What follows belongs to an exercise in optimizing a design on an open flow for small area, a short achievable clock period and few clock cycles; a production flow would make more cautious choices.
Function was checked by simulation only, so behaviour that the tests miss may differ from the original.
Power is estimated from default activity; no workload was simulated.

==> flow/standard.sh <==
#!/bin/bash
# synth_recipe.tcl (not shown) runs the flow's synth.tcl, then flattens the netlist and writes it again
# the make line also repeats each setting of config.mk as NAME=value (left out here)
make -C /OpenROAD-flow-scripts/flow DESIGN_CONFIG=/design/flow/config.mk WORK_HOME=/design/flow/orfs CLKGATE_MAP_FILE= SYNTH_SCRIPT=/design/flow/synth_recipe.tcl "${@:-finish}"
==> flow/constraint.sdc <==
create_clock -name core_clock -period 10.0 [get_ports {i_clk}]
set_input_delay 2.0000 -clock core_clock [delete_from_list [all_inputs] [get_ports {i_clk}]]
set_output_delay 2.0000 -clock core_clock [all_outputs]
set_load 0.01 [all_outputs]
==> flow/flow/run.sh <==
#!/bin/bash
# Standard layout with two changes: the port buffers are the smallest buffer cell
# (buf_1) instead of the default pick, and repair_timing aims for more setup slack than
# the flow settings allow. Every input and output port still gets its own buffer; the
# clock period and constraints are the standard flow's.
set -euo pipefail
export BUFFER_PORTS_ARGS="-buffer_cell sky130_fd_sc_hd__buf_1"
export SETUP_SLACK_MARGIN=6.5
bash standard.sh > standard_flow.log 2>&1
==> flow/config.mk <==
export PLATFORM = sky130hd
export DESIGN_NAME = log_record_deframer_core
export DESIGN_NICKNAME = log_record_deframer_core
export VERILOG_FILES = /design/flow/design.v
export SDC_FILE = /design/flow/constraint.sdc
export NUM_CORES = 4
export LEC_CHECK = 0
export CAP_MARGIN = 20
export CORE_MARGIN = 2
export CORE_UTILIZATION = 40
export CTS_CLUSTER_DIAMETER = 100
export CTS_CLUSTER_SIZE = 25
export SLEW_MARGIN = 20
==> flow/design.v <==
package lrd_pkg;
    localparam int unsigned CFG_IDX_W = 2;
    localparam logic [31:0] RST_RECORD_MAGIC  = 32'h544B_564C;
    localparam logic [31:0] RST_MAX_KEY_LEN   = 32'h0400_0000;
    localparam logic [31:0] RST_MAX_VALUE_LEN = 32'h1000_0000;
    localparam logic [31:0] FNV_OFFSET = 32'd2166136261;
    localparam logic [2:0] K_KEY       = 3'd0;
    localparam logic [2:0] K_VALUE     = 3'd1;
    localparam logic [2:0] K_OK        = 3'd2;
    localparam logic [2:0] K_BAD_MAGIC = 3'd3;
    localparam logic [2:0] K_BAD_SIZE  = 3'd4;
    localparam logic [2:0] K_BAD_CSUM  = 3'd5;
    localparam logic [2:0] K_TORN      = 3'd6;
    localparam logic [2:0] PH_HEADER = 3'd0;
    localparam logic [2:0] PH_KEY    = 3'd1;
    localparam logic [2:0] PH_VALUE  = 3'd2;
    localparam logic [2:0] PH_CHECK  = 3'd3;
    localparam logic [2:0] PH_ERROR  = 3'd4;
endpackage
module lrd_parse (
    input  logic [31:0] i_h,
    input  logic [7:0]  i_b,
    output logic [31:0] o_h
);
    logic [31:0] x, t0, t1, t2, t3, t4, t5;
    logic [31:0] s1, c1, s2, c2, s3, c3, s4, c4;
    assign x  = i_h ^ {24'd0, i_b};
    assign t0 = x;
    assign t1 = x << 1;
    assign t2 = x << 4;
    assign t3 = x << 7;
    assign t4 = x << 8;
    assign t5 = x << 24;
    assign s1 = t0 ^ t1 ^ t2;
    assign c1 = ((t0 & t1) | (t0 & t2) | (t1 & t2)) << 1;
    assign s2 = t3 ^ t4 ^ t5;
    assign c2 = ((t3 & t4) | (t3 & t5) | (t4 & t5)) << 1;
    assign s3 = s1 ^ c1 ^ s2;
    assign c3 = ((s1 & c1) | (s1 & s2) | (c1 & s2)) << 1;
    assign s4 = s3 ^ c3 ^ c2;
    assign c4 = ((s3 & c3) | (s3 & c2) | (c3 & c2)) << 1;
    assign o_h = s4 + c4;
endmodule
module lrd_outq #(
    parameter int unsigned DEPTH = 3,
    parameter int unsigned W     = 12
) (
    input  logic         i_clk,
    input  logic         i_rst_n,
    input  logic         i_push,
    input  logic [W-1:0] i_data,
    input  logic         i_pop,
    output logic         o_full,
    output logic         o_empty,
    output logic         o_full_next,
    output logic         o_empty_next,
    output logic [W-1:0] o_data
);
    localparam int unsigned CW = $clog2(DEPTH + 1);
    logic [W-1:0]  r_slot [DEPTH];
    logic [CW-1:0] r_count, n_count, wpos;
    logic          r_full, r_empty, pop_ok;
    assign pop_ok       = i_pop && !r_empty;
    assign n_count      = r_count + CW'(i_push) - CW'(pop_ok);
    assign o_full_next  = (n_count == CW'(DEPTH));
    assign o_empty_next = (n_count == '0);
    assign wpos         = r_count - CW'(pop_ok);
    assign o_full       = r_full;
    assign o_empty      = r_empty;
    assign o_data       = r_slot[0];
    always_ff @(posedge i_clk) begin
        if (!i_rst_n) begin
            r_count <= '0;
            r_full  <= 1'b0;
            r_empty <= 1'b1;
        end else begin
            r_count <= n_count;
            r_full  <= o_full_next;
            r_empty <= o_empty_next;
        end
    end
    always_ff @(posedge i_clk) begin
        for (int i = 0; i < DEPTH; i++) begin
            if (i_push && wpos == CW'(i))
                r_slot[i] <= i_data;
            else if (pop_ok && i + 1 < DEPTH)
                r_slot[i] <= r_slot[(i + 1 < DEPTH) ? i + 1 : i];
        end
    end
endmodule
module log_record_deframer_core #(
    parameter int unsigned QDEPTH = 2
) (
    input  logic                          i_clk,
    input  logic                          i_rst_n,
    input  logic                          i_cfg_wr_en,
    input  logic [lrd_pkg::CFG_IDX_W-1:0] i_cfg_index,
    input  logic [31:0]                   i_cfg_wr_data,
    input  logic                          i_valid,
    output logic                          o_stall,
    input  logic                          i_func,
    input  logic [7:0]                    i_log_byte,
    output logic                          o_valid,
    input  logic                          i_stall,
    output logic [2:0]                    o_kind,
    output logic [7:0]                    o_payload_byte,
    output logic [63:0]                   o_sequence_res,
    output logic                          o_tombstone,
    output logic [31:0]                   o_key_length,
    output logic [31:0]                   o_value_length,
    output logic                          o_last
);
    logic [31:0] r_magic_cfg, r_max_key, r_max_value;
    always_ff @(posedge i_clk) begin
        if (!i_rst_n) begin
            r_magic_cfg <= lrd_pkg::RST_RECORD_MAGIC;
            r_max_key   <= lrd_pkg::RST_MAX_KEY_LEN;
            r_max_value <= lrd_pkg::RST_MAX_VALUE_LEN;
        end else if (i_cfg_wr_en) begin
            case (i_cfg_index)
                2'd0:    r_magic_cfg <= i_cfg_wr_data;
                2'd1:    r_max_key   <= i_cfg_wr_data;
                2'd2:    r_max_value <= i_cfg_wr_data;
                default: ;
            endcase
        end
    end
    logic        r_in_valid, r_in_func, r_o_stall;
    logic [7:0]  r_in_byte;
    logic [2:0]  r_phase;
    logic [4:0]  r_hcount;
    logic        r_magic_ok, r_gt, r_kover;
    logic [63:0] r_seq;
    logic        r_tomb;
    logic [31:0] r_klen, r_vlen, r_exp, r_hash, r_rem;
    logic        r_rem_one;
    logic        go, accept;
    logic        q_full, q_empty, q_full_n, q_empty_n, push;
    logic [11:0] push_data, q_data;
    logic        check, hash_ok, chk_push;
    logic [2:0]  eph;
    logic        is_end, is_hdr, is_pay, is_key, torn, zero_torn, h24;
    logic        beat_push;
    logic [2:0]  beat_kind;
    logic        beat_last;
    logic [31:0] hash_step;
    logic        kzero, vzero;
    logic [7:0]  mbyte, sbyte;
    logic        gt_in, gt_new;
    logic        bank_clr, bank_we, to_pay, key_to_val;
    logic [2:0]  n_phase;
    logic [4:0]  n_hcount;
    logic        n_in_valid, n_in_func;
    logic        n_check, n_hdr, n_pay, nr_n, ne_n;
    assign go      = r_in_valid && !r_o_stall;
    assign accept  = i_valid && !r_o_stall;
    assign o_stall = r_o_stall;
    lrd_parse u_hash (.i_h(r_hash), .i_b(r_in_byte), .o_h(hash_step));
    assign check    = (r_phase == lrd_pkg::PH_CHECK);
    assign hash_ok  = (r_hash == r_exp);
    assign chk_push = check && !q_full;
    assign eph      = check ? (hash_ok ? lrd_pkg::PH_HEADER : lrd_pkg::PH_ERROR) : r_phase;
    assign is_end    = r_in_func;
    assign is_hdr    = (eph == lrd_pkg::PH_HEADER);
    assign is_key    = (eph == lrd_pkg::PH_KEY);
    assign is_pay    = is_key || (eph == lrd_pkg::PH_VALUE);
    assign torn      = is_pay || (is_hdr && r_hcount != 5'd0);
    assign zero_torn = (r_phase == lrd_pkg::PH_HEADER) && (r_hcount != 5'd0) && (r_hcount <= 5'd4);
    assign h24       = (r_hcount == 5'd24);
    assign kzero = (r_klen == 32'd0);
    assign vzero = (r_vlen == 32'd0);
    always_comb begin
        case (r_hcount[1:0])
            2'd0:    mbyte = r_magic_cfg[7:0];
            2'd1:    mbyte = r_magic_cfg[15:8];
            2'd2:    mbyte = r_magic_cfg[23:16];
            default: mbyte = r_magic_cfg[31:24];
        endcase
        case (r_hcount[2:0])
            3'd5:    sbyte = r_max_key[7:0];
            3'd6:    sbyte = r_max_key[15:8];
            3'd7:    sbyte = r_max_key[23:16];
            3'd0:    sbyte = r_max_key[31:24];
            3'd1:    sbyte = r_max_value[7:0];
            3'd2:    sbyte = r_max_value[15:8];
            3'd3:    sbyte = r_max_value[23:16];
            default: sbyte = r_max_value[31:24];
        endcase
        gt_in  = (r_hcount == 5'd13 || r_hcount == 5'd17) ? 1'b0 : r_gt;
        gt_new = (r_in_byte > sbyte) || ((r_in_byte == sbyte) && gt_in);
    end
    assign to_pay     = is_hdr && h24 && r_magic_ok && !r_kover && !r_gt && !(kzero && vzero);
    assign key_to_val = is_key && r_rem_one && !vzero;
    always_comb begin
        beat_push = 1'b0;
        beat_kind = lrd_pkg::K_TORN;
        beat_last = 1'b1;
        if (is_end) begin
            beat_push = torn;
        end else if (is_hdr) begin
            if (h24) begin
                if (!r_magic_ok) begin
                    beat_push = 1'b1;
                    beat_kind = lrd_pkg::K_BAD_MAGIC;
                end else if (r_kover || r_gt) begin
                    beat_push = 1'b1;
                    beat_kind = lrd_pkg::K_BAD_SIZE;
                end
            end
        end else if (is_pay) begin
            beat_push = 1'b1;
            beat_kind = is_key ? lrd_pkg::K_KEY : lrd_pkg::K_VALUE;
            beat_last = !(r_rem_one && !key_to_val);
        end
    end
    assign push = chk_push || (go && beat_push);
    always_comb begin
        if (chk_push)
            push_data = {hash_ok ? lrd_pkg::K_OK : lrd_pkg::K_BAD_CSUM, 8'd0, 1'b1};
        else if (is_end || !is_pay)
            push_data = {beat_kind, 8'd0, 1'b1};
        else
            push_data = {beat_kind, r_in_byte, beat_last};
    end
    always_comb begin
        n_phase  = r_phase;
        n_hcount = r_hcount;
        if (go) begin
            if (is_end) begin
                n_phase  = lrd_pkg::PH_HEADER;
                n_hcount = '0;
            end else if (is_hdr) begin
                n_phase  = lrd_pkg::PH_HEADER;
                n_hcount = r_hcount + 5'd1;
                if (h24) begin
                    n_hcount = '0;
                    if (!r_magic_ok || r_kover || r_gt)
                        n_phase = lrd_pkg::PH_ERROR;
                    else if (kzero && vzero)
                        n_phase = lrd_pkg::PH_CHECK;
                    else if (!kzero)
                        n_phase = lrd_pkg::PH_KEY;
                    else
                        n_phase = lrd_pkg::PH_VALUE;
                end
            end else if (is_pay) begin
                if (r_rem_one)
                    n_phase = key_to_val ? lrd_pkg::PH_VALUE : lrd_pkg::PH_CHECK;
                else
                    n_phase = eph;
            end else begin
                n_phase = lrd_pkg::PH_ERROR;
            end
        end else if (chk_push) begin
            n_phase = hash_ok ? lrd_pkg::PH_HEADER : lrd_pkg::PH_ERROR;
        end
    end
    assign n_in_valid = accept || (r_in_valid && !go);
    assign n_in_func  = accept ? i_func : r_in_func;
    assign n_check    = (n_phase == lrd_pkg::PH_CHECK);
    assign n_hdr      = (n_phase == lrd_pkg::PH_HEADER);
    assign n_pay      = (n_phase == lrd_pkg::PH_KEY) || (n_phase == lrd_pkg::PH_VALUE);
    assign nr_n = n_check || n_pay || (n_hdr && (n_in_func ? (n_hcount != 5'd0) : (n_hcount == 5'd24)));
    assign ne_n = n_hdr && (n_in_func ? (n_hcount != 5'd0 && n_hcount <= 5'd4) : (n_hcount == 5'd4));
    always_ff @(posedge i_clk) begin
        if (!i_rst_n) begin
            r_in_valid <= 1'b0;
            r_o_stall  <= 1'b0;
            r_phase    <= lrd_pkg::PH_HEADER;
            r_hcount   <= '0;
        end else begin
            r_in_valid <= n_in_valid;
            r_o_stall  <= n_in_valid && ((nr_n && q_full_n) || (ne_n && !q_empty_n));
            r_phase    <= n_phase;
            r_hcount   <= n_hcount;
        end
    end
    always_ff @(posedge i_clk) begin
        if (accept) begin
            r_in_func <= i_func;
            r_in_byte <= i_log_byte;
        end
    end
    always_ff @(posedge i_clk) begin
        if (go && !is_end && is_hdr) begin
            if (r_hcount < 5'd4)
                r_magic_ok <= ((r_hcount == 5'd0) || r_magic_ok) && (r_in_byte == mbyte);
            if (r_hcount >= 5'd13 && r_hcount <= 5'd20)
                r_gt <= gt_new;
            if (r_hcount == 5'd16)
                r_kover <= gt_new;
        end
    end
    assign bank_clr = go && (r_phase == lrd_pkg::PH_HEADER) &&
                      (is_end ? zero_torn : (r_hcount == 5'd4));
    assign bank_we  = r_in_valid && !is_end && (r_phase == lrd_pkg::PH_HEADER);
    always_ff @(posedge i_clk) begin
        if (bank_clr)
            r_seq[7:0] <= is_end ? 8'd0 : r_in_byte;
        for (int j = 1; j < 8; j++) begin
            if (bank_clr || (bank_we && r_hcount == 5'(4 + j)))
                r_seq[8*j +: 8] <= (r_hcount == 5'd4 || is_end) ? 8'd0 : r_in_byte;
        end
        if (bank_clr || (bank_we && r_hcount == 5'd12))
            r_tomb <= (r_hcount == 5'd12) && (r_in_byte != 8'd0);
        for (int j = 0; j < 4; j++) begin
            if (bank_clr || (bank_we && r_hcount == 5'(13 + j)))
                r_klen[8*j +: 8] <= (r_hcount == 5'd4 || is_end) ? 8'd0 : r_in_byte;
            if (bank_clr || (bank_we && r_hcount == 5'(17 + j)))
                r_vlen[8*j +: 8] <= (r_hcount == 5'd4 || is_end) ? 8'd0 : r_in_byte;
        end
        for (int j = 0; j < 4; j++) begin
            if (bank_we && r_hcount == 5'(21 + j))
                r_exp[8*j +: 8] <= r_in_byte;
        end
    end
    always_ff @(posedge i_clk) begin
        if (go && !is_end && to_pay) begin
            r_hash    <= lrd_pkg::FNV_OFFSET;
            r_rem     <= kzero ? r_vlen : r_klen;
            r_rem_one <= kzero ? (r_vlen == 32'd1) : (r_klen == 32'd1);
        end else if (go && !is_end && is_hdr && h24) begin
            r_hash    <= lrd_pkg::FNV_OFFSET;
        end else if (go && !is_end && is_pay) begin
            r_hash <= hash_step;
            if (key_to_val) begin
                r_rem     <= r_vlen;
                r_rem_one <= (r_vlen == 32'd1);
            end else begin
                r_rem     <= r_rem - 32'd1;
                r_rem_one <= (r_rem == 32'd2);
            end
        end
    end
    lrd_outq #(
        .DEPTH (QDEPTH),
        .W     (12)
    ) u_outq (
        .i_clk        (i_clk),
        .i_rst_n      (i_rst_n),
        .i_push       (push),
        .i_data       (push_data),
        .i_pop        (!i_stall),
        .o_full       (q_full),
        .o_empty      (q_empty),
        .o_full_next  (q_full_n),
        .o_empty_next (q_empty_n),
        .o_data       (q_data)
    );
    assign o_valid        = !q_empty;
    assign o_kind         = q_data[11:9];
    assign o_payload_byte = q_data[8:1];
    assign o_last         = q_data[0];
    assign o_sequence_res = r_seq;
    assign o_tombstone    = r_tomb;
    assign o_key_length   = r_klen;
    assign o_value_length = r_vlen;
endmodule
==> results of run 1 <==
[worst min-delay path by stage]
stage	start	endpoint	slack, ns	cells after the start
floorplan	r_max_value[25]	r_max_value[25]	0.43	2
global placement	r_max_value[26]	r_max_value[26]	0.44	2
detailed placement	r_max_value[26]	r_max_value[26]	0.44	2
CTS	r_magic_cfg[13]	r_magic_cfg[13]	0.46	2
global route	r_max_key[31]	r_max_key[31]	0.48	2
finish	r_max_key[3]	r_max_key[3]	0.46	2
[repair_timing]
action,4_1_cts,5_1_grt
setup endpoints to repair,123,77
gates cloned,1,0
pin swaps,69,38
hold buffers,0,0
setup buffers,49,11
resized for setup,128,52
[state kept, by name (all words and copies together), names as in the netlist, 2 cells and up]
| register | cells |
|---|---|
| r_seq | 64 |
| r_exp | 32 |
| r_hash | 32 |
| r_klen | 32 |
| r_magic_cfg | 32 |
| r_max_key | 32 |
| r_max_value | 32 |
| r_rem | 32 |
| r_vlen | 32 |
| u_outq.r_slot | 24 |
| r_in_byte | 8 |
| r_hcount | 5 |
| r_phase | 3 |
| u_outq.r_count | 2 |
[layout make-up]
cell class | count | area share, %
clock buffer | 33 | 2.60
clock inverter | 3 | 0.231
inverter | 141 | 2.44
multi-input combinational | 1235 | 42.4
sequential | 372 | 43.0
tap | 615 | 3.38
timing repair buffer | 271 | 5.97
[logic make-up (layout without fill, tap and decap cells)]
kind of cell	Yosys count	count (layout)	share of synthesized area [%]
xor gates and xnor gates	106	106	4.79
muxes	18	18	1.02
and+or+nand+nor	606	607	14.6
AOI/OAI and AO/OA	348	348	11.8
buffers and inverters	219	448	4.45
DFF	372	372	50.2
adders and majority gates	156	156	13.2
[metrics by stage]
stage          hold WS (ns)  cell area (µm²)  instances
2_1_floorplan         0.433            19600       1825
3_3_place_gp          0.440            20900       2573
3_5_place_dp          0.445            20900       2573
4_1_cts               0.460            22500       2659
5_1_grt               0.476            22800       2670
6_report              0.461            22800       2670
[cell usage after synthesis, types with 21 or more instances]
| library cell | instances |
|---|---|
| a21oi_1 | 145 |
| dfxtp_1 | 143 |
| o21ai_0 | 42 |
| nor4_1 | 23 |
| nand2_1 | 292 |
| fa_1 | 81 |
| nand3_1 | 30 |
| edfxtp_1 | 229 |
| clkbuf_1 | 63 |
| xor2_1 | 60 |
| nor3_1 | 28 |
| ha_1 | 75 |
| inv_1 | 138 |
| a221o_1 | 21 |
| xnor2_1 | 46 |
| nor2_1 | 115 |
[layer usage]
| layer | share of wire, % | GRT usage (%) | wire length, µm | up-vias |
|---|---|---|---|---|
| li1 | - | - | - | 6820 |
| met1 | 43 | 30.8 | 24800 | 7381 |
| met2 | 49 | 38.5 | 28300 | 517 |
| met3 | 6.0 | 3.14 | 3520 | 103 |
| met4 | 2.6 | 6.20 | 1520 | 0 |
| met5 | 0 | 0 | 0 | - |
[power by group through the flow]
stage               clock network (mW)  registers, mW  logic (mW)
finish                           0.955           1.74        3.61
global route                      1.02           1.75        3.92
CTS                              0.973           1.74        3.20
detailed placement                   0           1.79        2.44
global placement                     0           1.78        2.40
floorplan                            0           1.76        1.88
[worst min-delay path, cell delays in order (launching register included)]
cell and delay, ns:
dfxtp_1 0.32, nand2_1 0.05, a21oi_1 0.05
==> flow_summary_export.csv, run 1 <==
group,metric,value,unit
critical_path,crit_path_top_delay_cell,"fa_1",
die,chipWidth,224,µm
clock_tree,cts_tree,"built",
critical_path,crit_start,"r_in_byte[6]",
pwr,vdd_ir_drop_max,0.244,mV
critical_path,rr_endpoint,"r_hash[31]",
logic_synthesis,netlist_instances,1825,
pwr,power_density,277,nW/µm²
timing,skew,0.0298,ns
logic_synthesis,mappedNetlistNets,2029,
finish,antenna_cells,0,
timing,max_freq,225,MHz
critical_path,r2r_start,"r_in_byte[6]",
logic_synthesis,synth-edff-count,229,
clock_tree,htree_levels,1,
routing,drtIter0Drc,1305,
critical_path,arrival,4.90,ns
routing,viasPerCell,5.55,
critical_path,crit_required,10.46,ns
timing,tns,0,ns
global_route,grt_pass1_vias,14800,
clock_tree,cts_made_buffers,20,
finish,drive_above_1_share,15.0,%
timing,rsz0062_at_grt,"true",
clock_tree,clockBufferDepth,3,
timing,setup_viol,0,
die,num_rows,80,
logic_synthesis,async_reset_ff_share,0,%
placed_design,routabilityCongestion,0.902,
finish,regArea,9800,µm²
critical_path,crit_cells,17,
die,initial_core_util,40.5,%
logic_synthesis,synth_area,19400,µm²
pwr,finalPower,6.31,mW
logic_synthesis,ys_seq_area_share,50.2,%
logic_synthesis,synth-main-ff-cell,"edfxtp_1",
die,die_area,50300,µm²
critical_path,path_class,"register to register",
logic_synthesis,synth_seq_cells,372,
placed_design,dp_hpwl,41300,µm
pwr,p_leak,8.40,nW
critical_path,cpPeakStageDelay,0.56,ns
critical_path,crit_path_end,"r_hash[31]",
clock_tree,root_buffer,"clkbuf_16",
die,ios,191,
timing,drv_slew,0,
timing,final-hold-violation-count,0,
finish,layout-area-overhead-vs-synth,17.5,%
finish,fillers,4367,
logic_synthesis,ys.warnings.count,3,
critical_path,setup.worst_path.start_class,"register",
run_status,status,"finished clean",
critical_path,ff2ff_setup_slack,5.56,ns
placed_design,pre_cts_slack,5.03,ns
global_route,antenna_found_initial,0,
timing,period_share,44.4,%
pwr,seqPwrFrac,27.6,%
finish,multi_input_area,9670,µm²
routing,antenna_left,0,
die,die_h,224,µm
pwr,p_sw_share,39.2,%
logic_synthesis,yosysUniqueCellTypes,75,
pwr,p_sw,2.47,mW
critical_path,crit_buf_inv,4,
critical_path,crit_chain,"xor2_4, fa_1, inv_2, fa_2, fa_2, inv_2, ha_4, inv_4, nor3_4, a31oi_4, o21ai_4, buf_4, a31oi_4, o21ai_2, mux2i_1, or4_1, o21a_1",
global_route,grt.overflow.total,0,
finish,layout_common_cells,"nand2_1, edfxtp_1, buf_1, a21oi_1, dfxtp_1",
critical_path,cp_top_family,"adder cells",
timing,slew-limit-headroom,28.5,%
clock_tree,cts.reportedPaths.clkPinSlew,0.10,ns
finish,final_util,47.6,%
logic_synthesis,syn_avg_cell_area,10.6,µm²
critical_path,path_max_fanout,4,
logic_synthesis,synth_top_cell_by_area,"edfxtp_1",
global_route,grt_pass1_wl,88500,µm
pwr,internal_power,3.84,mW
routing,via_count,14800,
timing,post-route-min-period,4.44,ns
routing,first_pass_iters,6,
placed_design,port_buffers,190,
timing,layout_setup_ws,5.56,ns
min_path,holdCritPathClass,"register to register",
die,coreArea,47800,µm²
finish,final_common_cell,"nand2_1",
pwr,p_clk_share,15.1,%
timing,tightest_slew,1.07,ns
routing,wl_per_cell,21.8,µm
global_route,grt_max_degree,88,
routing,drcViolationCount,0,
critical_path,rr_worst_depth,17,
routing,wl,58200,µm
logic_synthesis,synth.area.top_cells,"edfxtp_1, dfxtp_1, fa_1",
clock_tree,cts.sinks,372,
critical_path,end_kind,"register",
global_route,grt_usage,22.8,%
job,drv_cap,0,
pwr,combPwrFrac,57.3,%
clock_tree,insertion_delay,0.56,ns
logic_synthesis,synth_top_area_share,35.4,%
finish,nets,2245,
Testbench counts, summed over its fixed seeds: cycles 22,746.
==> run 2, diff against run 1 <==
--- a/flow/flow/run.sh
+++ b/flow/flow/run.sh
@@ -7,3 +7,3 @@
 export BUFFER_PORTS_ARGS="-buffer_cell sky130_fd_sc_hd__buf_1"
-export SETUP_SLACK_MARGIN=6.5
+export SETUP_SLACK_MARGIN=7.0
 bash standard.sh > standard_flow.log 2>&1
==> run 2 against run 1 <==
Synthesized area is the same. Non-clock buffer count grew 139. Via count rose by 6.2%. Sequential power about the same. Critical path depth unchanged. Register-to-register slack improved by 0.12 ns. Maximum frequency up 2.7%. Worst setup slack improved by 0.12 ns. Sequential share of layout area decreased by 3.2 points. Sequential cell count stayed put. Total power is 1.3% lower. Clock skew is 0.00087 ns higher.
==> flow_summary_export.csv, run 2 <==
group,metric,value,unit
logic_synthesis,synth-edff-count,229,
placed_design,placed_cells,2573,
logic_synthesis,synth_compound_area_share,11.8,%
logic_synthesis,synthSimpleGateAreaFrac,14.6,%
placed_design,port_buffers,190,
critical_path,crit_required,10.46,ns
finish,final_cells,2813,
timing,skew,0.0307,ns
timing,post-route-min-period,4.32,ns
routing,drtIter0Drc,1365,
timing,period_share,43.2,%
routing,viasPerCell,5.60,
run_status,status,"finished clean",
critical_path,path_max_fanout,4,
logic_synthesis,netlist_instances,1825,
job,drv_cap,0,
timing,tightest_slew,1.03,ns
die,chipWidth,224,µm
timing,slew-limit-headroom,31.0,%
global_route,antenna_found_initial,0,
routing,wl_per_cell,22.3,µm
logic_synthesis,async_reset_ff_share,0,%
finish,nets,2388,
logic_synthesis,synth.area.top_cells,"edfxtp_1, dfxtp_1, fa_1",
finish,largest_register_ff_count,64,
die,die_h,224,µm
timing,max_freq,231,MHz
finish,layout-area-overhead-vs-synth,27.0,%
logic_synthesis,yosysUniqueCellTypes,75,
timing,drv_slew,0,
clock_tree,cts_tree,"built",
finish,fillers,4168,
clock_tree,root_buffer,"clkbuf_16",
timing,rsz0062_at_grt,"true",
logic_synthesis,synth_top_cell_by_area,"edfxtp_1",
pwr,power_density,253,nW/µm²
routing,drcViolationCount,0,
global_route,grt_pass1_wl,93400,µm
timing,timing.hold.ws,0.459,ns
logic_synthesis,synth_xor_area_share,4.79,%
critical_path,arrival,4.78,ns
pwr,p_leak,9.68,nW
logic_synthesis,synthAdderAreaFrac,13.2,%
global_route,grt_pass1_vias,15600,
finish,layout_common_cells,"nand2_1, edfxtp_1, buf_4, a21oi_1, dfxtp_1",
timing,setup_viol,0,
die,coreArea,47800,µm²
pwr,vdd_ir_drop_max,0.342,mV
logic_synthesis,synthTopCellsByCount,"nand2_1, edfxtp_1, a21oi_1",
logic_synthesis,mappedNetlistNets,2029,
clock_tree,cts_made_buffers,20,
die,ios,191,
logic_synthesis,syn_avg_cell_area,10.6,µm²
clock_tree,cts.reportedPaths.clkPinSlew,0.10,ns
timing,tns,0,ns
routing,via_count,15700,
logic_synthesis,synth_area,19400,µm²
critical_path,setup.worst_path.start_class,"register",
die,die_area,50300,µm²
routing,antenna_left,0,
global_route,grt_usage,24.3,%
critical_path,end_kind,"register",
die,num_rows,80,
routing,wl,62600,µm
clock_tree,insertion_delay,0.56,ns
placed_design,routabilityCongestion,0.920,
logic_synthesis,synth-main-ff-cell,"edfxtp_1",
finish,multi_input_area,10100,µm²
logic_synthesis,synth_top_family_by_area,"simple AND/OR/NAND/NOR gates",
logic_synthesis,ys.warnings.count,3,
finish,top_register,"r_seq",
global_route,grt.overflow.total,0,
finish,drive_above_1_share,28.7,%
finish,antenna_cells,0,
min_path,holdCritPathClass,"register to register",
global_route,grt_max_degree,81,
clock_tree,cts_hold_buffers,0,
clock_tree,htree_levels,1,
finish,final_common_cell,"nand2_1",
placed_design,dp_hpwl,41700,µm
routing,first_pass_iters,7,
logic_synthesis,ys_seq_area_share,50.2,%
timing,final-hold-violation-count,0,
die,initial_core_util,40.5,%
clock_tree,clockBufferDepth,3,
pwr,finalPower,6.23,mW
logic_synthesis,synth_most_common_cell,"nand2_1",
finish,regArea,9810,µm²
logic_synthesis,synth_seq_cells,372,
clock_tree,cts.sinks,372,
logic_synthesis,synth_top_area_share,35.4,%
critical_path,path_class,"register to register",
logic_synthesis,synth.mux.area_fraction,1.02,%
-- run 2: changes by cell type in the layout (fill, tap and decap cells not counted), moves of 11 or more --
| cell | before | now |
|---|---|---|
| buf_1 | 190 | 63 |
| nor2_1 | 109 | 98 |
| clkbuf_2 | 0 | 90 |
| mux2_4 | 0 | 12 |
| buf_4 | 75 | 196 |
| buf_2 | 0 | 24 |
| buf_6 | 4 | 29 |
| mux2_2 | 14 | 2 |
-- run 2: timing repair --
action | in CTS | in global routing
endpoints found under the hold margin | 0 | 0
gates resized for setup | 261 | 153
gates cloned | 6 | 0
setup buffers | 158 | 40
pin swaps | 84 | 52
setup endpoints to repair | 371 | 341
-- run 2: path summary, 6_finish.rpt --
| kind | end | cells after the start | slack (ns) | from |
|---|---|---|---|---|
| max | r_hash[31] | 17 | 5.68 | r_in_byte[5] |
| min | r_magic_cfg[13] | 2 | 0.46 | r_magic_cfg[13] |
| min reg2reg | r_magic_cfg[13] | 2 | 0.46 | r_magic_cfg[13] |
| max reg2reg | r_hash[31] | 17 | 5.68 | r_in_byte[5] |
-- run 2: report_power, final --
group / switching, mW / internal, mW
Clock: 0.528 / 0.410
Sequential: 0.0638 / 1.69
Combinational: 1.86 / 1.68
-- run 2: kinds of logic after synthesis --
group	after synthesis
compound gates	348
simple gates	606
fa+ha+maj	156
xor+xnor	106
flops	372
buf+inv	219
mux	18
-- run 2: layout make-up --
class | instances | area share [%]
Timing Repair Buffer | 410 | 11.3
Clock inverter | 4 | 0.249
Clock buffer | 32 | 2.30
Inverter | 141 | 2.31
Tap cell | 615 | 3.12
Sequential cell | 372 | 39.8
Multi-Input combinational cell | 1239 | 40.9
-- run 2: routing by layer --
layer | vias to the layer above | share of wire (%) | GRT usage, %
li1 | 7129 | - | -
met1 | 7734 | 41 | 32.1
met2 | 709 | 48 | 40.4
met3 | 172 | 7.2 | 3.33
met4 | 0 | 4.2 | 9.78
met5 | - | 0 | 0
-- run 2: per-stage QoR --
step	cell area (µm²)	utilization (%)	worst slack, ns
3_5_place_dp	21100	44.0	5.13
3_3_place_gp	21100	44.0	5.16
2_1_floorplan	19800	-	5.81
4_1_cts	23900	50.0	5.67
5_1_grt	24600	51.5	5.51
6_report	24600	51.5	5.68
-- run 2: critical path: stages, from the launching register on --
cell and delay, ns:
edfxtp_1 0.51, xor2_4 0.26, fa_1 0.55, inv_1 0.05
fa_2 0.36, fa_1 0.55, inv_2 0.05, ha_4 0.27
inv_4 0.04, nor3_4 0.23, a31oi_4 0.12, o21ai_2 0.19
buf_4 0.15, a31oi_4 0.10, o21ai_2 0.18, mux2i_1 0.11
or4_1 0.40, o21a_1 0.11
==> run 3, diff against run 2 <==
--- a/flow/flow/run.sh
+++ b/flow/flow/run.sh
@@ -7,3 +7,3 @@
 export BUFFER_PORTS_ARGS="-buffer_cell sky130_fd_sc_hd__buf_1"
-export SETUP_SLACK_MARGIN=7.0
+export SETUP_SLACK_MARGIN=6.0
 bash standard.sh > standard_flow.log 2>&1
==> run 3 against run 2 <==
Utilization shrank 4.2 points. Final cell count shrank 5.3%. Synthesized cell count is the same. Sequential share of layout area grew 3.5 points. Combinational power is essentially flat. Still clean on timing, DRC and antenna. Global-route usage shrank 2.0 points. Sequential power is essentially flat. Critical path type unchanged. Cell area shrank 8.2%. Register-to-register slack is essentially flat. Maximum frequency shrank 0.20%. Critical path depth is the same. Total power shrank 0.74%.
==> flow_summary_export.csv, run 3 <==
group,metric,value,unit
pwr,internal_power,3.75,mW
critical_path,path_max_fanout,4,
timing,skew,0.0315,ns
timing,post-route-min-period,4.33,ns
logic_synthesis,ys.warnings.count,3,
timing,rsz0062_at_grt,"true",
clock_tree,htree_levels,1,
finish,final_util,47.3,%
finish,layout_common_cells,"nand2_1, edfxtp_1, buf_1, a21oi_1, dfxtp_1",
die,die_area,50300,µm²
placed_design,place_area,20900,µm²
pwr,p_clk_share,15.0,%
routing,drcViolationCount,0,
placed_design,port_buffers,190,
die,ios,191,
job,drv_cap,0,
global_route,met1_usage,30.8,%
clock_tree,insertion_delay,0.58,ns
logic_synthesis,synth_most_common_cell,"nand2_1",
global_route,grt_pass1_wl,86500,µm
critical_path,path_class,"register to register",
logic_synthesis,synth-main-ff-cell,"edfxtp_1",
finish,largest_register_ff_count,64,
critical_path,cpPeakStageDelay,0.55,ns
timing,drv_slew,0,
finish,nets,2241,
clock_tree,cts_tree,"built",
finish,final_cells,2665,
logic_synthesis,synth_top_cell_by_area,"edfxtp_1",
logic_synthesis,synth_seq_cells,372,
critical_path,crit_buf_inv,3,
pwr,vdd_ir_drop_max,0.269,mV
pwr,seqPwrFrac,28.2,%
timing,setup_viol,0,
logic_synthesis,syn_avg_cell_area,10.6,µm²
critical_path,cp_top_family,"adder cells",
logic_synthesis,yosysUniqueCellTypes,75,
finish,final_common_cell,"nand2_1",
global_route,gr-max-usage-layer,"met2",
clock_tree,clockBufferDepth,3,
timing,tns,0,ns
die,num_rows,80,
routing,drtIter0Drc,1469,
global_route,antenna_found_initial,0,
timing,slew-limit-headroom,29.5,%
placed_design,placed_cells,2577,
clock_tree,cts.reportedPaths.clkPinSlew,0.09,ns
placed_design,routabilityCongestion,0.942,
critical_path,end_kind,"register",
finish,regArea,9790,µm²
global_route,grt_usage,22.3,%
pwr,p_leak,8.35,nW
clock_tree,root_buffer,"clkbuf_16",
run_status,status,"finished clean",
global_route,grt.overflow.total,0,
timing,tightest_slew,1.06,ns
finish,antenna_cells,0,
finish,fin_area,22600,µm²
logic_synthesis,synth.area.top_cells,"edfxtp_1, dfxtp_1, fa_1",
routing,via_count,14900,
timing,max_freq,231,MHz
routing,wl_per_cell,21.5,µm
placed_design,pre_cts_slack,5.08,ns
placed_design,dp_hpwl,40900,µm
critical_path,crit_path_top_delay_cell,"fa_1",
logic_synthesis,synth_area,19400,µm²
timing,final-hold-violation-count,0,
logic_synthesis,async_reset_ff_share,0,%
global_route,met3_usage,2.93,%
global_route,grt_util_met2,36.7,%
finish,multi_input_area,9570,µm²
global_route,grt_max_degree,55,
logic_synthesis,mappedNetlistNets,2029,
timing,layout_setup_ws,5.67,ns
finish,drive_above_1_share,13.7,%
routing,first_pass_iters,7,
logic_synthesis,netlist_instances,1825,
pwr,p_sw,2.43,mW
finish,top_register,"r_seq",
critical_path,arrival,4.76,ns
timing,period_share,43.3,%
die,initial_core_util,40.5,%
die,coreArea,47800,µm²
logic_synthesis,synthTopCellsByCount,"nand2_1, edfxtp_1, a21oi_1",
pwr,combPwrFrac,56.9,%
die,die_h,224,µm
logic_synthesis,ys_seq_area_share,50.2,%
min_path,holdCritPathClass,"register to register",
critical_path,setup.worst_path.start_class,"register",
logic_synthesis,synth-edff-count,229,
global_route,grt_pass1_vias,14500,
pwr,power_density,273,nW/µm²
die,chipWidth,224,µm
critical_path,crit_required,10.43,ns
routing,viasPerCell,5.57,
critical_path,crit_chain,"xor2_4, buf_4, ha_4, inv_1, fa_1, fa_1, inv_1, ha_4, a21oi_4, o21ai_4, a31oi_4, o21ai_4, a41o_1, o41a_1, a221oi_2, xor2_1, o21ai_1",
logic_synthesis,synth_top_area_share,35.4,%
finish,fillers,4365,
clock_tree,cts_made_buffers,20,
pwr,p_sw_share,39.3,%
routing,antenna_left,0,
clock_tree,cts.sinks,372,
routing,wl,57400,µm
finish,layout-area-overhead-vs-synth,16.6,%
-- run 3: changes by cell type in the layout (fill, tap and decap cells not counted), sizes merged --
cell / change
buf: -51
clkinvlp: -1
clkinv: +1
or2: -2
or3: -1
bufbuf: -1
nand2b: -1
clkbuf: -94
inv: +3
and2: -1
-- run 3: cell families (layout without fill, tap and decap cells) --
kind of cell / count (synthesis) / count (layout) / share of synthesized area (%)
muxes: 18 / 18 / 1.02
DFF: 372 / 372 / 50.2
buffers and inverters: 219 / 444 / 4.45
AOI/OAI and AO/OA: 348 / 348 / 11.8
xor gates and xnor gates: 106 / 106 / 4.79
adders and majority gates: 156 / 156 / 13.2
and+or+nand+nor: 606 / 606 / 14.6
-- run 3: final timing paths --
| path | endpoint | depth (start not counted) | start | slack [ns] |
|---|---|---|---|---|
| max | r_hash[25] | 17 | r_in_byte[5] | 5.67 |
| min reg2reg | r_max_value[12] | 2 | r_max_value[12] | 0.46 |
| max reg2reg | r_hash[25] | 17 | r_in_byte[5] | 5.67 |
| min | r_max_value[12] | 2 | r_max_value[12] | 0.46 |
-- run 3: timing repair --
action / 4_1_cts / 5_1_grt
hold buffers: 0 / 0
gates resized for setup: 85 / 72
pin swaps: 41 / 68
hold endpoints to repair: 0 / 0
setup endpoints to repair: 21 / 46
gates cloned: 0 / 0
setup buffers: 32 / 21
-- run 3: metrics by stage --
step                power, mW  hold slack (ns)
floorplan                3.59            0.433
global placement         4.09            0.441
global route             6.56            0.484
finish                   6.18            0.459
detailed placement       4.13            0.445
CTS                      5.58            0.459
-- run 3: power by group through the flow --
stage | Combinational, mW | Sequential, mW | Clock (mW)
finish | 3.51 | 1.74 | 0.924
global route | 3.82 | 1.75 | 0.997
CTS | 2.88 | 1.74 | 0.951
detailed placement | 2.35 | 1.78 | 0
global placement | 2.31 | 1.78 | 0
floorplan | 1.83 | 1.76 | 0
-- run 3: area by class of cell --
class	count	area share, %
inverters	141	2.44
flip-flops and latches	372	43.3
well taps	615	3.40
repair buffers	268	5.86
clock inverters	7	0.360
multi-input cells	1234	42.3
clock buffers	28	2.35
-- run 3: tightest hold or removal path: stages (launching register included) --
cell	delay (ns)
dfxtp_1	0.32
nand2_1	0.05
a21oi_1	0.05
-- run 3: metal layers --
layer | vias up | part of all wire (%)
li1 | 6803 | -
met5 | - | 0
met2 | 549 | 48
met3 | 89 | 6.5
met1 | 7416 | 43
met4 | 0 | 2.5
==> run 4, diff against run 3 <==
--- a/flow/design.v
+++ b/flow/design.v
@@ -21,3 +21,3 @@
     input  logic [31:0] i_h,
-    input  logic [7:0]  i_b,
+    input  logic [7:0]  i_xlo,
     output logic [31:0] o_h
@@ -26,3 +26,3 @@
     logic [31:0] s1, c1, s2, c2, s3, c3, s4, c4;
-    assign x  = i_h ^ {24'd0, i_b};
+    assign x  = {i_h[31:8], i_xlo};
     assign t0 = x;
@@ -146,2 +146,4 @@
     logic [31:0] hash_step;
+    logic [7:0]  r_xlo, hash_lo_n;
+    logic        hash_init, hash_run;
     logic        kzero, vzero;
@@ -157,3 +159,3 @@
     assign o_stall = r_o_stall;
-    lrd_parse u_hash (.i_h(r_hash), .i_b(r_in_byte), .o_h(hash_step));
+    lrd_parse u_hash (.i_h(r_hash), .i_xlo(r_xlo), .o_h(hash_step));
     assign check    = (r_phase == lrd_pkg::PH_CHECK);
@@ -316,11 +318,19 @@
     end
+    assign hash_init = go && !is_end && is_hdr && h24;
+    assign hash_run  = go && !is_end && is_pay;
+    assign hash_lo_n = hash_init ? lrd_pkg::FNV_OFFSET[7:0] :
+                       hash_run  ? hash_step[7:0] : r_hash[7:0];
     always_ff @(posedge i_clk) begin
+        if (accept)
+            r_xlo <= i_log_byte ^ hash_lo_n;
+    end
+    always_ff @(posedge i_clk) begin
+        if (hash_init)
+            r_hash <= lrd_pkg::FNV_OFFSET;
+        else if (hash_run)
+            r_hash <= hash_step;
         if (go && !is_end && to_pay) begin
-            r_hash    <= lrd_pkg::FNV_OFFSET;
             r_rem     <= kzero ? r_vlen : r_klen;
             r_rem_one <= kzero ? (r_vlen == 32'd1) : (r_klen == 32'd1);
-        end else if (go && !is_end && is_hdr && h24) begin
-            r_hash    <= lrd_pkg::FNV_OFFSET;
-        end else if (go && !is_end && is_pay) begin
-            r_hash <= hash_step;
+        end else if (hash_run) begin
             if (key_to_val) begin
==> run 4 against run 3 <==
Still clean on timing, DRC and antenna. Clock power decreased by 4.2%. Critical path depth grew 2. Synthesized cell count up 0.16%. Sequential cell count up 8. Hold slack improved by 0.010 ns. Global-route usage rose by 0.21 points. Wire length grew 2.0%. Highest routed layer is now met5.
==> flow_summary_export.csv, run 4 <==
group,metric,value,unit
die,initial_core_util,40.5,%
timing,slew-limit-headroom,30.2,%
finish,layout-area-overhead-vs-synth,15.1,%
finish,fillers,4524,
timing,period_share,42.3,%
critical_path,crit_buf_inv,6,
finish,antenna_cells,0,
pwr,power_density,250,nW/µm²
logic_synthesis,synth_top_area_share,35.9,%
die,chipWidth,227,µm
timing,setup_viol,0,
logic_synthesis,synth.area.top_cells,"edfxtp_1, dfxtp_1, fa_1",
die,die_area,51300,µm²
timing,rsz0062_at_grt,"true",
logic_synthesis,mappedNetlistNets,2032,
logic_synthesis,ys.warnings.count,3,
timing,tightest_slew,1.04,ns
timing,drv_slew,0,
logic_synthesis,synth_area,19800,µm²
pwr,p_leak,8.22,nW
pwr,vdd_ir_drop_max,0.213,mV
timing,final-hold-violation-count,0,
critical_path,arrival,4.69,ns
routing,viasPerCell,5.51,
routing,wl_per_cell,21.5,µm
min_path,holdCritPathClass,"register to register",
logic_synthesis,syn_avg_cell_area,10.8,µm²
routing,top_layer,"met5",
global_route,grt_usage,22.5,%
finish,multi_input_area,9530,µm²
finish,drive_above_1_share,11.8,%
critical_path,path_class,"register to register",
placed_design,dp_hpwl,41300,µm
routing,drcViolationCount,0,
clock_tree,htree_levels,1,
finish,layout_common_cells,"nand2_1, edfxtp_1, buf_1, dfxtp_1, inv_1",
clock_tree,cts_made_buffers,19,
finish,regArea,10000,µm²
run_status,status,"finished clean",
logic_synthesis,async_reset_ff_share,0,%
critical_path,path_max_fanout,4,
global_route,grt_max_degree,108,
finish,top_register,"r_seq",
logic_synthesis,synthTopCellsByCount,"nand2_1, edfxtp_1, dfxtp_1",
die,die_h,227,µm
critical_path,crit_path_top_delay_cell,"edfxtp_1",
routing,first_pass_iters,6,
critical_path,end_kind,"register",
logic_synthesis,ys_seq_area_share,50.4,%
clock_tree,cts_tree,"built",
logic_synthesis,synth_top_cell_by_area,"edfxtp_1",
critical_path,setup.worst_path.start_class,"register",
placed_design,port_buffers,190,
clock_tree,clockBufferDepth,3,
die,num_rows,81,
timing,tns,0,ns
critical_path,crit_chain,"buf_6, buf_4, ha_4, inv_2, fa_2, inv_1, fa_1, ha_4, a21o_1, a21o_1, a32oi_2, o2111ai_4, nand4_1, a31oi_4, buf_4, buf_6, or4_4, nand2_2, nor2_1",
critical_path,cp_top_family,"adder cells",
timing,post-route-min-period,4.23,ns
clock_tree,insertion_delay,0.56,ns
job,drv_cap,0,
logic_synthesis,yosysUniqueCellTypes,71,
routing,wl_met2,28100,µm
timing,skew,0.0368,ns
clock_tree,cts.sinks,380,
global_route,antenna_found_initial,1,
placed_design,routabilityCongestion,0.951,
clock_tree,cts_hold_buffers,0,
finish,largest_register_ff_count,64,
routing,antenna_left,0,
logic_synthesis,synth-main-ff-cell,"edfxtp_1",
routing,via_count,15000,
finish,nets,2247,
global_route,grt.overflow.total,0,
routing,wl_met3,3220,µm
clock_tree,root_buffer,"clkbuf_16",
critical_path,crit_required,10.45,ns
logic_synthesis,synth_most_common_cell,"nand2_1",
global_route,grt_pass1_wl,87800,µm
routing,drtIter0Drc,1641,
global_route,grt_pass1_vias,14500,
die,coreArea,49000,µm²
pwr,finalPower,5.70,mW
critical_path,cpPeakStageDelay,0.50,ns
routing,wl,58500,µm
timing,max_freq,236,MHz
logic_synthesis,synth_seq_cells,380,
finish,final_common_cell,"nand2_1",
die,ios,191,
logic_synthesis,netlist_instances,1828,
clock_tree,cts.reportedPaths.clkPinSlew,0.11,ns
routing,wl_met1,25500,µm
logic_synthesis,synth-edff-count,237,
run 4: cell types whose count changed after synthesis, moves of 16 or more:
cell,delta
a21boi_0,+82
a21oi_1,-85
inv_1,-16
nor2_1,-19
o21ai_0,+17
xnor2_1,+20
xor2_1,-24
run 4: per-stage QoR:
step                      instance area [µm²]  instances  hold slack, ns  worst slack, ns  utilization [%]
after floorplan                         19800       1828           0.435             6.01                -
after CTS                               22500       2705           0.472             5.78             46.0
after detailed placement                21300       2635           0.453             5.28             43.6
after global placement                  21300       2635           0.447             5.44             43.6
after global routing                    22800       2720           0.492             5.59             46.6
final                                   22800       2720           0.469             5.77             46.6
run 4: power breakdown:
group | internal, mW | switching (mW) | total, mW | leakage, nW
Clock | 0.370 | 0.514 | 0.885 | 0.264
Sequential | 1.73 | 0.0590 | 1.79 | 3.34
Combinational | 1.37 | 1.65 | 3.03 | 4.62
Total | 3.48 | 2.23 | 5.70 | 8.22
run 4: kinds of logic after synthesis:
group / share of synthesized area, %
compound gates: 12.3
simple gates: 14.6
fa+ha+maj: 12.9
flops: 50.4
buf+inv: 3.87
mux: 1.43
xor+xnor: 4.51
run 4: what timing repair did:
| item | 4_1_cts | 5_1_grt |
|---|---|---|
| resized for setup | 100 | 41 |
| setup buffers | 36 | 15 |
| setup endpoints to repair | 22 | 68 |
| pin swaps | 44 | 41 |
run 4: worst paths after layout:
check	startpoint	end	slack [ns]	cells past startpoint
worst max-delay path	r_xlo[6]	r_hash[28]	5.77	19
worst min-delay path	r_max_value[2]	r_max_value[2]	0.47	2
worst max register to register	r_xlo[6]	r_hash[28]	5.77	19
worst min register to register	r_max_value[2]	r_max_value[2]	0.47	2
run 4: layout make-up:
cell class	count	area share [%]
tap	664	3.64
clock inverter	2	0.126
inverter	123	2.07
timing repair buffer	273	6.00
clock buffer	32	2.30
sequential	380	44.1
multi-input combinational	1246	41.8
run 4: worst register-to-register path, stage by stage, from the launching register on:
cell and delay, ns:
edfxtp_1 0.50, buf_6 0.17, buf_4 0.13, ha_4 0.26, inv_2 0.04, fa_2 0.36
inv_1 0.09, fa_1 0.46, ha_4 0.27, a21o_1 0.18, a21o_1 0.18, a32oi_2 0.24
o2111ai_4 0.20, nand4_1 0.16, a31oi_4 0.11, buf_4 0.15, buf_6 0.10, or4_4 0.41
nand2_2 0.07, nor2_1 0.04
run 4: per-layer routing:
| metal | up-vias | global-route usage (%) |
|---|---|---|
| met5 | - | 0 |
| met2 | 528 | 36.9 |
| met4 | 2 | 6.88 |
| li1 | 6894 | - |
| met3 | 98 | 2.44 |
| met1 | 7468 | 31.3 |
Testbench counts of run 4, summed over its fixed seeds: cycles 22,746.
==> run 5, diff against run 4 <==
--- a/flow/config.mk
+++ b/flow/config.mk
@@ -12,2 +12,3 @@
 export CTS_CLUSTER_SIZE = 25
+export PLACE_DENSITY = 0.8
 export SLEW_MARGIN = 20
==> run 5 against run 4 <==
Die area unchanged. Non-clock buffer count increased by 16. Final cell count increased by 0.70%. Critical path type unchanged. Combinational power increased by 8.6%. Sequential cell count unchanged. Largest power group unchanged. Highest routed layer unchanged. Critical endpoint is now r_hash[24]. Via count increased by 5.3%. Total power increased by 5.2%.
==> flow_summary_export.csv, run 5 <==
group,metric,value,unit
global_route,grt_max_degree,109,
critical_path,r2r_start,"r_xlo[6]",
timing,period_share,41.6,%
critical_path,crit_path_top_delay_cell,"fa_1",
clock_tree,cts.reportedPaths.clkPinSlew,0.11,ns
die,ios,191,
die,coreArea,49000,µm²
critical_path,cpPeakStageDelay,0.49,ns
die,die_h,227,µm
finish,final_common_cell,"nand2_1",
pwr,power_density,260,nW/µm²
timing,drv_slew,0,
logic_synthesis,mappedNetlistNets,2032,
logic_synthesis,synth_seq_cells,380,
critical_path,ff2ff_setup_slack,5.84,ns
finish,largest_register_ff_count,64,
global_route,grt_pass1_vias,15200,
critical_path,cpMostUsedCell,"buf_4",
global_route,grt_usage,22.0,%
logic_synthesis,synthSimpleGateAreaFrac,14.6,%
routing,antenna_left,0,
logic_synthesis,netlist_instances,1828,
logic_synthesis,synth_compound_area_share,12.3,%
logic_synthesis,yosysUniqueCellTypes,71,
routing,wl,58800,µm
logic_synthesis,synth_most_common_cell,"nand2_1",
placed_design,port_buffers,190,
logic_synthesis,synth-main-ff-cell,"edfxtp_1",
routing,drtIter0Drc,1893,
min_path,min_from,"r_max_key[13]",
critical_path,arrival,4.59,ns
timing,max_freq,241,MHz
placed_design,pre_cts_slack,5.47,ns
clock_tree,cts_hold_buffers,0,
logic_synthesis,synth_xor_area_share,4.51,%
routing,wl_per_cell,21.5,µm
timing,skew,0.0550,ns
clock_tree,htree_levels,1,
critical_path,setup.worst_path.start_class,"register",
placed_design,place_area,21300,µm²
critical_path,path_class,"register to register",
job,drv_cap,0,
global_route,gr-max-usage-layer,"met2",
clock_tree,clockBufferDepth,3,
clock_tree,insertion_delay,0.57,ns
critical_path,rr_worst_depth,19,
die,initial_core_util,40.5,%
global_route,grt_util_met2,36.0,%
logic_synthesis,synth_top_cell_by_area,"edfxtp_1",
logic_synthesis,synth.area.top_cells,"edfxtp_1, dfxtp_1, fa_1",
routing,first_pass_iters,7,
min_path,holdCritPathClass,"register to register",
finish,nets,2264,
clock_tree,cts_made_buffers,20,
die,chipWidth,227,µm
finish,layout-area-overhead-vs-synth,16.3,%
pwr,finalPower,6.00,mW
critical_path,rr_endpoint,"r_hash[24]",
global_route,grt.overflow.total,0,
placed_design,routabilityCongestion,1.00,
logic_synthesis,synth.mux.area_fraction,1.43,%
critical_path,crit_chain,"buf_4, buf_6, buf_4, ha_4, inv_2, fa_1, fa_1, inv_1, ha_4, a21o_1, a21o_1, a32oi_2, o2111ai_2, buf_4, a31oi_4, o21ai_2, mux2i_1, nor3_1, o21ai_1",
logic_synthesis,async_reset_ff_share,0,%
logic_synthesis,ys.warnings.count,3,
min_path,hold_path_end,"r_max_key[13]",
routing,viasPerCell,5.76,
finish,drive_above_1_share,13.0,%
timing,layout_setup_ws,5.84,ns
logic_synthesis,synth_top_family_by_area,"simple AND/OR/NAND/NOR gates",
placed_design,dp_hpwl,40200,µm
clock_tree,cts_tree,"built",
timing,post-route-min-period,4.16,ns
clock_tree,cts.sinks,380,
finish,fin_area,23000,µm²
pwr,vdd_ir_drop_max,0.225,mV
logic_synthesis,synth_top_area_share,35.9,%
logic_synthesis,synth-edff-count,237,
finish,top_register,"r_seq",
critical_path,end_kind,"register",
logic_synthesis,synth_area,19800,µm²
timing,tns,0,ns
logic_synthesis,syn_avg_cell_area,10.8,µm²
die,die_area,51300,µm²
routing,via_count,15800,
global_route,antenna_found_initial,3,
logic_synthesis,ys_seq_area_share,50.4,%
global_route,grt_pass1_wl,87100,µm
timing,final-hold-violation-count,0,
global_route,met3_usage,3.19,%
timing,tightest_slew,0.965,ns
clock_tree,root_buffer,"clkbuf_16",
run_status,status,"finished clean",
logic_synthesis,synthTopCellsByCount,"nand2_1, edfxtp_1, dfxtp_1",
min_path,whs_path_depth,2,
critical_path,path_max_fanout,4,
timing,slew-limit-headroom,35.4,%
routing,drcViolationCount,0,
finish,layout_common_cells,"nand2_1, edfxtp_1, buf_1, dfxtp_1, inv_1",
logic_synthesis,synthAdderAreaFrac,12.9,%
pwr,p_leak,8.34,nW
die,num_rows,81,
timing,rsz0062_at_grt,"true",
critical_path,crit_required,10.43,ns
timing,setup_viol,0,
global_route,met1_usage,28.8,%
run 5: cell counts after synthesis:
Identical to the previous run, type by type.
run 5: cells by family after synthesis:
kind of cell / count (synthesis)
xor gates and xnor gates: 102
buffers and inverters: 202
muxes: 26
DFF: 380
AOI/OAI and AO/OA: 351
and+or+nand+nor: 611
adders and majority gates: 156
run 5: critical path, delay by kind of cell, from the launching register on:
kind                       cells  cell delay (ns)
buffers and inverters          6             0.72
adders and majority gates      4             1.36
DFF                            1             0.47
and+or+nand+nor                1             0.17
muxes                          1             0.13
AOI/OAI and AO/OA              7             1.20
run 5: worst max-delay path by stage:
stage	end	cells after the start	slack [ns]	startpoint
after global routing	r_hash[30]	15	5.74	r_xlo[6]
final	r_hash[24]	19	5.84	r_xlo[6]
after floorplan	r_hash[30]	15	6.01	r_hash[11]
after detailed placement	r_hash[30]	15	5.47	r_hash[11]
after CTS	r_hash[30]	16	5.80	r_xlo[6]
after global placement	r_hash[30]	15	5.59	r_xlo[7]
run 5: final cells by class:
type | instances | area, µm²
fill | 4293 | 25900
timing repair buffer | 289 | 1490
tap | 664 | 831
clock inverter | 4 | 71.3
clock buffer | 32 | 546
inverter | 123 | 474
antenna | 1 | 2.50
multi-input combinational | 1246 | 9580
sequential | 380 | 10000
run 5: where the power goes:
part	leakage [nW]	switching, mW	internal (mW)
Clock	0.293	0.524	0.394
Sequential	3.34	0.0596	1.74
Combinational	4.71	1.82	1.47
Total	8.34	2.40	3.60
run 5: per-stage QoR:
step / util (%) / hold WS, ns / instances
floorplan: - / 0.435 / 1828
global placement: 43.5 / 0.449 / 2634
detailed placement: 43.5 / 0.455 / 2634
CTS: 46.2 / 0.469 / 2710
global route: 47.0 / 0.491 / 2738
finish: 47.1 / 0.466 / 2739
run 5: timing repair:
item,CTS,global route
pin swaps,34,53
buffers inserted,40,27
setup endpoints to repair,20,54
gates resized for setup,93,66
run 5: metal layers:
metal	part of all wire, %	wire length, µm
met1	39	22800
met2	47	27600
met3	9.1	5330
met4	5.3	3120
met5	0.020	12
==> run 6, diff against run 5 <==
--- a/flow/flow/run.sh
+++ b/flow/flow/run.sh
@@ -7,3 +7,3 @@
 export BUFFER_PORTS_ARGS="-buffer_cell sky130_fd_sc_hd__buf_1"
-export SETUP_SLACK_MARGIN=6.0
+export SETUP_SLACK_MARGIN=6.8
 bash standard.sh > standard_flow.log 2>&1
--- a/flow/config.mk
+++ b/flow/config.mk
@@ -12,3 +12,2 @@
 export CTS_CLUSTER_SIZE = 25
-export PLACE_DENSITY = 0.8
 export SLEW_MARGIN = 20
==> run 6 against run 5 <==
Still clean. Die area is the same. Wire length grew 4.9%. Clock-buffer cell count fell by 1. Synthesized area stayed put. Global-route usage up 1.5 points. Cell area increased by 5.2%. Register-to-register slack worse by 0.02 ns. Critical endpoint is now r_hash[28]. Largest power group unchanged.
==> flow_summary_export.csv, run 6 <==
group,metric,value,unit
die,coreArea,49000,µm²
global_route,grt.overflow.total,0,
routing,antenna_left,0,
logic_synthesis,synth_top_family_by_area,"simple AND/OR/NAND/NOR gates",
critical_path,crit_required,10.44,ns
die,ios,191,
finish,nets,2338,
pwr,vdd_ir_drop_max,0.262,mV
logic_synthesis,ys_seq_area_share,50.4,%
clock_tree,clockBufferDepth,3,
routing,drcViolationCount,0,
pwr,p_leak,8.97,nW
clock_tree,cts_made_buffers,19,
clock_tree,htree_levels,1,
timing,setup_viol,0,
routing,drtIter0Drc,1631,
routing,wl_per_cell,21.9,µm
timing,slew-limit-headroom,29.2,%
global_route,grt_max_degree,108,
routing,top_layer,"met5",
timing,drv_slew,0,
logic_synthesis,synth_compound_area_share,12.3,%
timing,post-route-min-period,4.17,ns
timing,period_share,41.7,%
logic_synthesis,synth_area,19800,µm²
critical_path,setup.worst_path.start_class,"register",
logic_synthesis,synth.mux.area_fraction,1.43,%
global_route,grt_pass1_wl,91700,µm
logic_synthesis,mappedNetlistNets,2032,
finish,top_register,"r_seq",
critical_path,ff2ff_setup_slack,5.83,ns
finish,final_common_cell,"nand2_1",
logic_synthesis,synth-main-ff-cell,"edfxtp_1",
finish,drive_above_1_share,20.2,%
logic_synthesis,synthAdderAreaFrac,12.9,%
timing,final-hold-violation-count,0,
finish,final_util,49.5,%
clock_tree,root_buffer,"clkbuf_16",
logic_synthesis,synth_top_cell_by_area,"edfxtp_1",
logic_synthesis,async_reset_ff_share,0,%
critical_path,path_max_fanout,5,
clock_tree,cts.reportedPaths.clkPinSlew,0.10,ns
critical_path,arrival,4.61,ns
timing,tightest_slew,1.05,ns
logic_synthesis,ys.warnings.count,3,
die,num_rows,81,
global_route,grt_usage,23.5,%
die,chipWidth,227,µm
run_status,status,"finished clean",
logic_synthesis,synth.area.top_cells,"edfxtp_1, dfxtp_1, fa_1",
timing,tns,0,ns
timing,rsz0062_at_grt,"true",
logic_synthesis,synth_most_common_cell,"nand2_1",
timing,max_freq,240,MHz
logic_synthesis,synthSimpleGateAreaFrac,14.6,%
die,die_area,51300,µm²
logic_synthesis,synth_xor_area_share,4.51,%
logic_synthesis,yosysUniqueCellTypes,71,
timing,skew,0.0362,ns
finish,layout_common_cells,"nand2_1, edfxtp_1, buf_1, buf_4, dfxtp_1",
clock_tree,cts_hold_buffers,0,
clock_tree,insertion_delay,0.57,ns
placed_design,routabilityCongestion,0.926,
routing,first_pass_iters,9,
placed_design,port_buffers,190,
logic_synthesis,netlist_instances,1828,
routing,viasPerCell,5.58,
routing,wl,61700,µm
pwr,power_density,249,nW/µm²
finish,layout-area-overhead-vs-synth,22.4,%
die,initial_core_util,40.5,%
clock_tree,cts.sinks,380,
logic_synthesis,synth-edff-count,237,
logic_synthesis,synth_top_area_share,35.9,%
routing,wl_met3,4100,µm
logic_synthesis,syn_avg_cell_area,10.8,µm²
die,die_h,227,µm
logic_synthesis,synthTopCellsByCount,"nand2_1, edfxtp_1, dfxtp_1",
job,drv_cap,0,
critical_path,path_class,"register to register",
critical_path,end_kind,"register",
clock_tree,cts_tree,"built",
routing,wl_met1,25600,µm
global_route,grt_pass1_vias,15200,
finish,largest_register_ff_count,64,
global_route,antenna_found_initial,6,
min_path,holdCritPathClass,"register to register",
placed_design,dp_hpwl,42300,µm
routing,wl_met2,29800,µm
logic_synthesis,synth_seq_cells,380,
routing,via_count,15700,
run 6: cell count changes in the layout (fill, tap and decap cells not counted), moves of 8 or more:
cell | previous run | this run
mux2_4 | 0 | 12
buf_1 | 189 | 168
clkbuf_2 | 2 | 15
buf_6 | 4 | 16
buf_4 | 92 | 153
xnor2_1 | 64 | 56
mux2_2 | 18 | 6
nor2_1 | 96 | 88
ha_4 | 18 | 26
run 6: path summary, 6_finish.rpt:
path | from | end | cells after the start
max reg2reg | r_xlo[7] | r_hash[28] | 18
min reg2reg | r_max_value[2] | r_max_value[2] | 2
max | r_xlo[7] | r_hash[28] | 18
min | r_max_value[2] | r_max_value[2] | 2
run 6: what timing repair did:
item | in CTS | in global routing
gates cloned | 2 | 1
gates resized for setup | 108 | 106
setup endpoints to repair | 192 | 97
setup buffers | 105 | 38
pin swaps | 55 | 65
run 6: per-layer routing:
| metal | vias to the layer above | global-route usage, % |
|---|---|---|
| met2 | 639 | 38.8 |
| met3 | 121 | 3.15 |
| li1 | 7074 | - |
| met5 | - | 0 |
| met1 | 7838 | 31.9 |
| met4 | 8 | 8.13 |
run 6: critical path, cell delays in order (launching register included):
cell and delay, ns:
edfxtp_1 0.43, buf_6 0.15, buf_6 0.11, ha_4 0.25, inv_2 0.04, fa_1 0.52
inv_1 0.05, fa_1 0.55, ha_4 0.23, a21o_1 0.16, a21o_1 0.18, a32oi_2 0.21
o2111ai_2 0.23, nand4_1 0.18, a31oi_2 0.12, buf_4 0.15, or4_1 0.39, nand2_1 0.08
nor2_1 0.04
run 6: cell type report:
type,instances,area (µm²)
multi-input cells,1247,10100
flip-flops and latches,380,10100
repair buffers,363,2210
inverters,123,489
clock inverters,3,25.0
clock buffers,31,563
fillers,4387,24700
well taps,664,831
diodes,1,2.50
run 6: where the power goes:
group / internal [mW] / switching [mW] / leakage, nW
clock: 0.397 / 0.518 / 0.285
sequential: 1.74 / 0.0768 / 3.34
combinational: 1.58 / 1.73 / 5.35
total: 3.71 / 2.33 / 8.97
run 6: cells by family after synthesis:
| kind of cell | after synthesis |
|---|---|
| adder cells (fa/ha/maj) | 156 |
| AND/OR/NAND/NOR | 611 |
| multiplexers | 26 |
| buffers and inverters | 202 |
| XOR/XNOR | 102 |
| flip-flops | 380 |
| AO/OA/AOI/OAI | 351 |
run 6: stage by stage:
step / hold WS, ns / instances / worst slack, ns / total power, mW / instance area (µm²)
floorplan: 0.435 / 1828 / 6.18 / 3.84 / 20200
global placement: 0.447 / 2631 / 5.68 / 4.40 / 21600
detailed placement: 0.452 / 2631 / 5.61 / 4.45 / 21600
CTS: 0.470 / 2772 / 5.85 / 5.75 / 23500
global route: 0.498 / 2811 / 5.69 / 6.44 / 24200
finish: 0.469 / 2812 / 5.83 / 6.04 / 24200

separate check: timing with driven ports:
In the flow no input, the clock included, has a driving cell. The finished layouts below were timed again as built, in two steps.
Step 1, drivers: a clkbuf_16 drives i_clk and a buf_2 each remaining input, both assumed.
Step 2, shift: input delay + t, output delay - t, t = (earliest + latest rising clock arrival at the registers) / 2. This alone moves slack from input paths to output paths.
Slacks: ideal / step 1 / step 2; pairs: ideal / step 1.
| run | shift t [ns] | setup slack, ns | worst hold slack (ns) |
|---|---|---|---|
| run 1 | 0.603 | 5.560 / 5.560 / 5.560 | 0.461 / 0.461 / 0.461 |
| run 2 | 0.597 | 5.675 / 5.675 / 5.675 | 0.459 / 0.459 / 0.459 |
| run 3 | 0.622 | 5.667 / 5.667 / 5.667 | 0.459 / 0.459 / 0.459 |
| run 4 | 0.601 | 5.769 / 5.769 / 5.769 | 0.469 / 0.469 / 0.469 |
| run 5 | 0.603 | 5.844 / 5.844 / 5.844 | 0.466 / 0.466 / 0.466 |
| run 6 | 0.611 | 5.827 / 5.827 / 5.827 | 0.469 / 0.469 / 0.469 |
After both steps every run listed still meets setup and hold.
